From an optimization exercise on the open Yosys and OpenROAD flow, aimed at small area, a short achievable clock period and few clock cycles per item; shortcuts taken in it are not production practice. The RTL was checked by simulation tests, not by an equivalence proof against the original design.

### flow/config.mk
export PLATFORM = sky130hd
export DESIGN_NAME = aes_cipher_core
export DESIGN_NICKNAME = aes_cipher_core
export VERILOG_FILES = /design/flow/design.v
export SDC_FILE = /design/flow/constraint.sdc
export NUM_CORES = 4
export LEC_CHECK = 0
export CAP_MARGIN = 20
export CORE_MARGIN = 2
export CORE_UTILIZATION = 40
export SLEW_MARGIN = 20
### flow/constraint.sdc
create_clock -name core_clock -period 8.0 [get_ports {clk}]
set_input_delay 1.6000 -clock core_clock [delete_from_list [all_inputs] [get_ports {clk}]]
set_output_delay 1.6000 -clock core_clock [all_outputs]
set_load 0.01 [all_outputs]
### flow/design.v
package aes_pkg;
    typedef logic [128-1:0] aes_block_t;
    typedef union packed {
        logic [0:128/8-1][7:0]  bytes;
        logic [0:128/32-1][31:0] cols;
    } aes_state_u;
    typedef logic [3:0] round_index_t;
    typedef enum logic [1:0] {
        round_init   = 2'd0,
        round_middle = 2'd1,
        round_final  = 2'd2
    } round_kind_e;
    typedef struct packed {
        logic         valid;
        round_kind_e  kind;
        round_index_t index;
    } round_ctrl_t;
    localparam logic [2047:0] sbox_table = {
        128'h637c777bf26b6fc53001672bfed7ab76,
        128'hca82c97dfa5947f0add4a2af9ca472c0,
        128'hb7fd9326363ff7cc34a5e5f171d83115,
        128'h04c723c31896059a071280e2eb27b275,
        128'h09832c1a1b6e5aa0523bd6b329e32f84,
        128'h53d100ed20fcb15b6acbbe394a4c58cf,
        128'hd0efaafb434d338545f9027f503c9fa8,
        128'h51a3408f929d38f5bcb6da2110fff3d2,
        128'hcd0c13ec5f974417c4a77e3d645d1973,
        128'h60814fdc222a908846eeb814de5e0bdb,
        128'he0323a0a4906245cc2d3ac629195e479,
        128'he7c8376d8dd54ea96c56f4ea657aae08,
        128'hba78252e1ca6b4c6e8dd741f4bbd8b8a,
        128'h703eb5664803f60e613557b986c11d9e,
        128'he1f8981169d98e949b1e87e9ce5528df,
        128'h8ca1890dbfe6426841992d0fb054bb16
    };
    function automatic logic [7:0] sub_byte(input logic [7:0] b);
        sub_byte = sbox_table[2047 - 8*b -: 8];
    endfunction
    function automatic logic [7:0] xtime(input logic [7:0] b);
        xtime = {b[6:0], 1'b0} ^ (b[7] ? 8'h1b : 8'h00);
    endfunction
    function automatic logic [31:0] mix_column(input logic [31:0] col);
        logic [7:0] a0;
        logic [7:0] a1;
        logic [7:0] a2;
        logic [7:0] a3;
        a0 = col[31:24];
        a1 = col[23:16];
        a2 = col[15:8];
        a3 = col[7:0];
        mix_column = {xtime(a0) ^ xtime(a1) ^ a1 ^ a2 ^ a3,
                a0 ^ xtime(a1) ^ xtime(a2) ^ a2 ^ a3,
                a0 ^ a1 ^ xtime(a2) ^ xtime(a3) ^ a3,
                xtime(a0) ^ a0 ^ a1 ^ a2 ^ xtime(a3)};
    endfunction
endpackage
`timescale 1ns/1ps
module aes_round_sequencer (
    input  logic                  clk,
    input  logic                  reset_n,
    input  logic                  start,
    output logic                  in_ready,
    input  logic                  slot_free,
    output logic                  slot_claim,
    output aes_pkg::round_index_t round_num,
    output aes_pkg::round_ctrl_t  round_ctrl
);
    typedef enum logic {
        seq_idle,
        seq_run
    } seq_state_e;
    seq_state_e  state;
    logic        last_key;
    aes_pkg::round_kind_e kind;
    assign in_ready   = (state == seq_idle) && slot_free;
    assign slot_claim = start && in_ready;
    assign last_key   = (round_num == aes_pkg::round_index_t'(10));
    always_comb
    begin
        if (round_num == '0)
            kind = aes_pkg::round_init;
        else if (last_key)
            kind = aes_pkg::round_final;
        else
            kind = aes_pkg::round_middle;
    end
    always_ff @(posedge clk or negedge reset_n)
    begin
        if (!reset_n)
        begin
            state     <= seq_idle;
            round_num <= '0;
        end
        else if (state == seq_idle)
        begin
            if (slot_claim)
                state <= seq_run;
        end
        else
        begin
            if (last_key)
            begin
                state     <= seq_idle;
                round_num <= '0;
            end
            else
            begin
                round_num <= round_num + 1'b1;
            end
        end
    end
    always_ff @(posedge clk or negedge reset_n)
    begin
        if (!reset_n)
            round_ctrl <= '0;
        else
        begin
            round_ctrl.valid <= (state == seq_run);
            round_ctrl.kind  <= kind;
            round_ctrl.index <= round_num;
        end
    end
endmodule
`timescale 1ns/1ps
module aes_round_datapath (
    input  logic                 clk,
    input  logic                 reset_n,
    input  aes_pkg::aes_block_t  plaintext,
    input  logic                 start_load,
    input  aes_pkg::aes_block_t  round_key,
    input  aes_pkg::round_ctrl_t round_ctrl,
    output logic                 result_valid,
    output aes_pkg::aes_block_t  result
);
    aes_pkg::aes_block_t plain_q;
    aes_pkg::aes_state_u state_q;
    aes_pkg::aes_state_u subbed;
    aes_pkg::aes_state_u shifted;
    aes_pkg::aes_state_u mixed;
    aes_pkg::aes_block_t next_state;
    always_ff @(posedge clk)
    begin
        if (start_load)
            plain_q <= plaintext;
    end
    always_comb
    begin
        for (int i = 0; i < 16; i++)
        begin
            subbed.bytes[i] = aes_pkg::sub_byte(state_q.bytes[i]);
        end
    end
    always_comb
    begin
        for (int c = 0; c < 4; c++)
        begin
            for (int r = 0; r < 4; r++)
            begin
                shifted.bytes[4*c + r] = subbed.bytes[4*((c + r) % 4) + r];
            end
        end
    end
    always_comb
    begin
        for (int c = 0; c < 4; c++)
        begin
            mixed.cols[c] = aes_pkg::mix_column(shifted.cols[c]);
        end
    end
    always_comb
    begin
        if (round_ctrl.kind == aes_pkg::round_init)
            next_state = plain_q ^ round_key;
        else
            next_state = mixed ^ round_key;
    end
    always_ff @(posedge clk or negedge reset_n)
    begin
        if (!reset_n)
        begin
            state_q <= '0;
        end
        else if (round_ctrl.valid && (round_ctrl.kind != aes_pkg::round_final))
        begin
            state_q <= next_state;
        end
    end
    assign result       = shifted ^ round_key;
    assign result_valid = round_ctrl.valid && (round_ctrl.kind == aes_pkg::round_final);
endmodule
`timescale 1ns/1ps
module aes_result_buffer (
    input  logic                clk,
    input  logic                reset_n,
    input  logic                slot_claim,
    output logic                slot_free,
    input  logic                result_valid,
    input  aes_pkg::aes_block_t result,
    input  logic                credit_return,
    output logic                out_valid,
    output aes_pkg::aes_block_t ciphertext
);
    localparam int fifo_depth  = 2;
    localparam int ptr_bits    = (fifo_depth > 1) ? $clog2(fifo_depth) : 1;
    localparam int cnt_bits    = $clog2(fifo_depth + 1);
    localparam int credit_bits = $clog2(2 + 1);
    aes_pkg::aes_block_t             mem [fifo_depth];
    logic [ptr_bits-1:0]    wr_ptr;
    logic [ptr_bits-1:0]    rd_ptr;
    logic [cnt_bits-1:0]    fill_cnt;
    logic [cnt_bits-1:0]    resv_cnt;
    logic [credit_bits-1:0] credits;
    function automatic logic [ptr_bits-1:0] ptr_inc(input logic [ptr_bits-1:0] p);
        ptr_inc = (p == ptr_bits'(fifo_depth - 1)) ? '0 : p + 1'b1;
    endfunction
    assign slot_free  = (resv_cnt < cnt_bits'(fifo_depth));
    assign out_valid  = (fill_cnt != '0) && (credits != '0);
    assign ciphertext = mem[rd_ptr];
    always_ff @(posedge clk)
    begin
        if (result_valid)
            mem[wr_ptr] <= result;
    end
    always_ff @(posedge clk or negedge reset_n)
    begin
        if (!reset_n)
        begin
            wr_ptr   <= '0;
            rd_ptr   <= '0;
            fill_cnt <= '0;
            resv_cnt <= '0;
            credits  <= credit_bits'(2);
        end
        else
        begin
            if (result_valid)
                wr_ptr <= ptr_inc(wr_ptr);
            if (out_valid)
                rd_ptr <= ptr_inc(rd_ptr);
            fill_cnt <= fill_cnt + cnt_bits'(result_valid) - cnt_bits'(out_valid);
            resv_cnt <= resv_cnt + cnt_bits'(slot_claim) - cnt_bits'(out_valid);
            credits <= credits + credit_bits'(credit_return) - credit_bits'(out_valid);
        end
    end
endmodule
`timescale 1ns/1ps
module aes_cipher_core (
    input  logic                  clk,
    input  logic                  reset_n,
    input  logic                  start,
    input  aes_pkg::aes_block_t   plaintext,
    output logic                  in_ready,
    output aes_pkg::round_index_t round_num,
    input  aes_pkg::aes_block_t   round_key,
    output aes_pkg::aes_block_t   ciphertext,
    output logic                  out_valid,
    input  logic                  credit_return
);
    aes_pkg::round_ctrl_t round_ctrl;
    logic        slot_claim;
    logic        slot_free;
    logic        result_valid;
    aes_pkg::aes_block_t  result;
    aes_round_sequencer sequencer_i (
        .clk        (clk),
        .reset_n    (reset_n),
        .start      (start),
        .in_ready   (in_ready),
        .slot_free  (slot_free),
        .slot_claim (slot_claim),
        .round_num  (round_num),
        .round_ctrl (round_ctrl)
    );
    aes_round_datapath datapath_i (
        .clk          (clk),
        .reset_n      (reset_n),
        .plaintext    (plaintext),
        .start_load   (slot_claim),
        .round_key    (round_key),
        .round_ctrl   (round_ctrl),
        .result_valid (result_valid),
        .result       (result)
    );
    aes_result_buffer result_i (
        .clk           (clk),
        .reset_n       (reset_n),
        .slot_claim    (slot_claim),
        .slot_free     (slot_free),
        .result_valid  (result_valid),
        .result        (result),
        .credit_return (credit_return),
        .out_valid     (out_valid),
        .ciphertext    (ciphertext)
    );
endmodule
### flow/run.sh
#!/bin/bash
# synth_recipe.tcl (not shown) runs the flow's synth.tcl, then flattens the netlist and writes it again
# the make line also repeats each setting of config.mk as NAME=value (left out here)
make -C /OpenROAD-flow-scripts/flow DESIGN_CONFIG=/design/flow/config.mk WORK_HOME=/design/flow/orfs CLKGATE_MAP_FILE= SYNTH_SCRIPT=/design/flow/synth_recipe.tcl finish
==> flow_summary.yaml <==
status:
  status: "finished clean"
drt:
  viasPerCell: 7.15
  dr_total_vias: 90200
  drt_wl_total_um: 412000
  drt-pass1-iter-count: 8
  drc: 0
  antenna_left: 0
  first_iter_violations: 16700
  wl_per_cell_um: 32.7
setup_path:
  path_max_fanout: 35
  critPathLaunch: "datapath_i.state_q[96]"
  required_ns: 8.53
  critPathCaptureType: "register"
  crit_buf_inv: 2
  startpoint_type: "register"
  cp_slowest_stage_delay_ns: 0.89
  crit_slowest_cell: "nor2b_1"
  r2r-start: "datapath_i.state_q[96]"
  critPathKind: "reg2reg"
  crit_arrival_ns: 6.57
  critPathTopFamily: "compound AO/OA/AOI/OAI gates"
  reg2reg_setup_slack_ns: 1.96
  worstPathCellList: "buf_4, clkinv_1, ha_1, nor2b_1, o21ai_0, o311ai_0, a32oi_1, a221oi_1, a31o_2, xor2_1, xnor2_1, xnor2_1, o21ai_0"
place:
  pre_cts_slack_ns: 2.27
  place_area_mm2: 0.0853
  placed_cells: 12500
  numPortBuffers: 393
  hpwl_um: 291000
  gp_congestion: 1.02
hold_path:
  hp-class: "reg2reg"
  holdCritStartpoint: "result_i.resv_cnt[0]"
clock_network:
  cts_buffers: 70
  cts_tree: "built"
  h-tree-depth: 3
  clk_latency_ns: 0.74
  cts_resized: 0
  cts_setup_buffers: 0
  hold_buffers: 0
  clock-sinks: 528
  clk_pin_slew_worst_paths_ns: 0.07
  cts-root-buf: "clkbuf_16"
  clockBufferDepth: 3
logic_synthesis:
  synth-compound-area-share_pct: 30.7
  synthTopCellsByArea: "edfxtp_1 14%, mux4_2 6.8%, o21ai_0 6.3%"
  netlist_area_mm2: 0.0811
  synth_top_family_by_area: "compound AO/OA/AOI/OAI gates"
  synthAdderAreaFrac_pct: 3.77
  synth_seq_cells: 528
  syn_inst: 10300
  synth_mux_area_share_pct: 10.9
  yosysTopAreaCellShare_pct: 14.2
  yosysTopAreaCell: "edfxtp_1"
  syn_nets: 10800
  syn_avg_cell_area_um2: 7.85
  async_flop_share_pct: 27.3
  synth_cell_type_count: 120
  synth_warnings: 3
  synth_xor_area_share_pct: 9.42
  synth_edf_count: 384
  synth_ff_type: "edfxtp_1"
  ys_seq_area_share_pct: 18.7
  synthSimpleGateAreaFrac_pct: 19.4
grt:
  grt_pass1_wl_um: 593000
  grt_overflow: 0
  antenna_found_initial: 16
  grtUsageMet1_pct: 50.1
  grt_max_degree: 104
  grtUsageMet2_pct: 57.9
  grt_pass1_vias: 82600
  grt_use_total_pct: 38.0
  top_usage_layer: "met2"
  grtUsageMet3_pct: 7.38
floorplanning:
  die_area_mm2: 0.206
  num_rows: 165
  die_w_um: 454
  die_y_um: 454
  start_util_pct: 40.2
  core_mm2: 0.202
  io_pins: 394
finish:
  drive_gt1_share_pct: 10.4
  fin_nets: 10400
  final_cells: 12600
  syn2layout_area_growth_pct: 8.16
  fin_area_mm2: 0.0877
sta:
  skew_ns: 0.0509
  finalSetupViolCount: 0
  setup_tns_ns: 0
  slew_viol_final: 0
  max_slew.worst_pin.slew_ns: 1.18
  finalWorstSetupSlack_ns: 1.96
  slew_headroom_pct: 21.2
  min_period_ns: 6.04
  hold_viol: 0
  grt_setup_unrepaired: "no"
  fmax_ghz: 0.166
  fin_crit_sh_pct: 75.5
flow_run:
  maxCapViolCount: 0
==> worst reg2reg max path, stage by stage, from the launching register on <==
cell and delay (ns):
dfrtp_1 0.32, buf_4 0.39, clkinv_1 0.45, ha_1 0.68, nor2b_1 0.90, o21ai_0 0.23
o311ai_0 0.30, a32oi_1 0.11, a221oi_1 0.59, a31o_2 0.37, xor2_1 0.49, xnor2_1 0.17
xnor2_1 0.66, o21ai_0 0.18
==> path summary, 6_finish.rpt <==
kind | end | depth (start not counted)
hold reg to reg | result_i.resv_cnt[0] | 1
min in group asynchronous | datapath_i.state_q[105] | 1
setup / recovery | datapath_i.state_q[73] | 13
setup reg to reg | datapath_i.state_q[73] | 13
max in group asynchronous | datapath_i.state_q[3] | 2
hold / removal | result_i.resv_cnt[0] | 1
==> cell usage after synthesis, types with 246 or more instances <==
cell type / n
xnor2_1: 556
nor2b_1: 290
o21ai_0: 1027
nor3_1: 312
clkbuf_1: 601
nand2_1: 704
nand2b_1: 317
nand3_1: 312
buf_2: 394
mux4_2: 246
a21oi_1: 689
edfxtp_1: 384
nor2_1: 642
==> layer usage <==
metal / part of all wire [%] / vias up
met5: 0.022 / -
met4: 7.2 / 12
met3: 11 / 1341
met2: 44 / 7226
met1: 38 / 43500
li1: - / 38100
==> cells by family (layout without fill, tap and decap cells) <==
logic type / Yosys count / in the layout
compound gates: 3718 / 3718
simple gates: 3137 / 3137
buf+inv: 1349 / 949
xor+xnor: 808 / 808
mux: 551 / 551
flops: 528 / 528
fa+ha+maj: 245 / 245
other cells: 0 / 8
==> placed cells by master, fill, tap and decap left out, drive strengths merged, types with 290 or more instances in the layout <==
cell           Yosys  routed
a21oi            693     693
clkdlybuf4s50      0     392
edfxtp           384     384
nand2            704     704
nand2b           318     318
nand3            312     312
nor2             645     645
nor2b            290     290
nor3             313     313
o21ai           1056    1056
xnor2            564     564
==> registers in the layout (all words and copies together) (netlist names) <==
signal and count:
sequencer_i.round_num 4, result_i.mem 256, result_i.wr_ptr 1, sequencer_i.state 1
result_i.fill_cnt 2, result_i.credits 2, datapath_i.state_q 128, result_i.resv_cnt 2
sequencer_i.round_ctrl 3, result_i.rd_ptr 1, datapath_i.plain_q 128
==> final cells by class <==
type / instances / area, um2
antenna: 8 / 20.0
clock buffer: 88 / 1870
clock inverter: 42 / 507
fill: 20200 / 114000
inverter: 194 / 733
multi-input combinational: 8459 / 60300
sequential: 528 / 15300
tap: 2672 / 3340
timing repair buffer: 625 / 5730
==> per-stage QoR <==
stage / utilization, % / hold slack (ns)
after CTS: 43.4 / 0.490
after floorplan: - / 0.446
final: 43.4 / 0.484
after global placement: 42.3 / 0.465
after global routing: 43.4 / 0.502
after detailed placement: 42.3 / 0.479
Testbench counts, summed over its fixed seeds: cycles 9,232, blocks 768.

==> afterwards: timing with drivers on the ports <==
No port has a modelled driver above. Below, the same layout with a new extraction and two added sets of constraints.
Step 1 assumes that a clkbuf_16 drives the clock port and a buf_2 every other input.
Step 2, shift: input delay + t, output delay - t, t = (earliest + latest rising clock arrival at the registers) / 2. This alone moves slack from input paths to output paths.
a / b / c = ideal ports / drivers / drivers and shift; a / b = the first two.
t (ns): 0.796
setup slack, ns: 1.963 / 1.963 / 1.963
latest minus earliest clock arrival (ns): 0.062 / 0.063
slew at the worst register clock pin (ns): 0.08 / 0.08
cell pins on the clock port's net: 1
After both steps setup and hold are still met in this run. For this run, drivers alone change the setup slack by 0.000 ns; drivers and shift together by 0.000 ns.
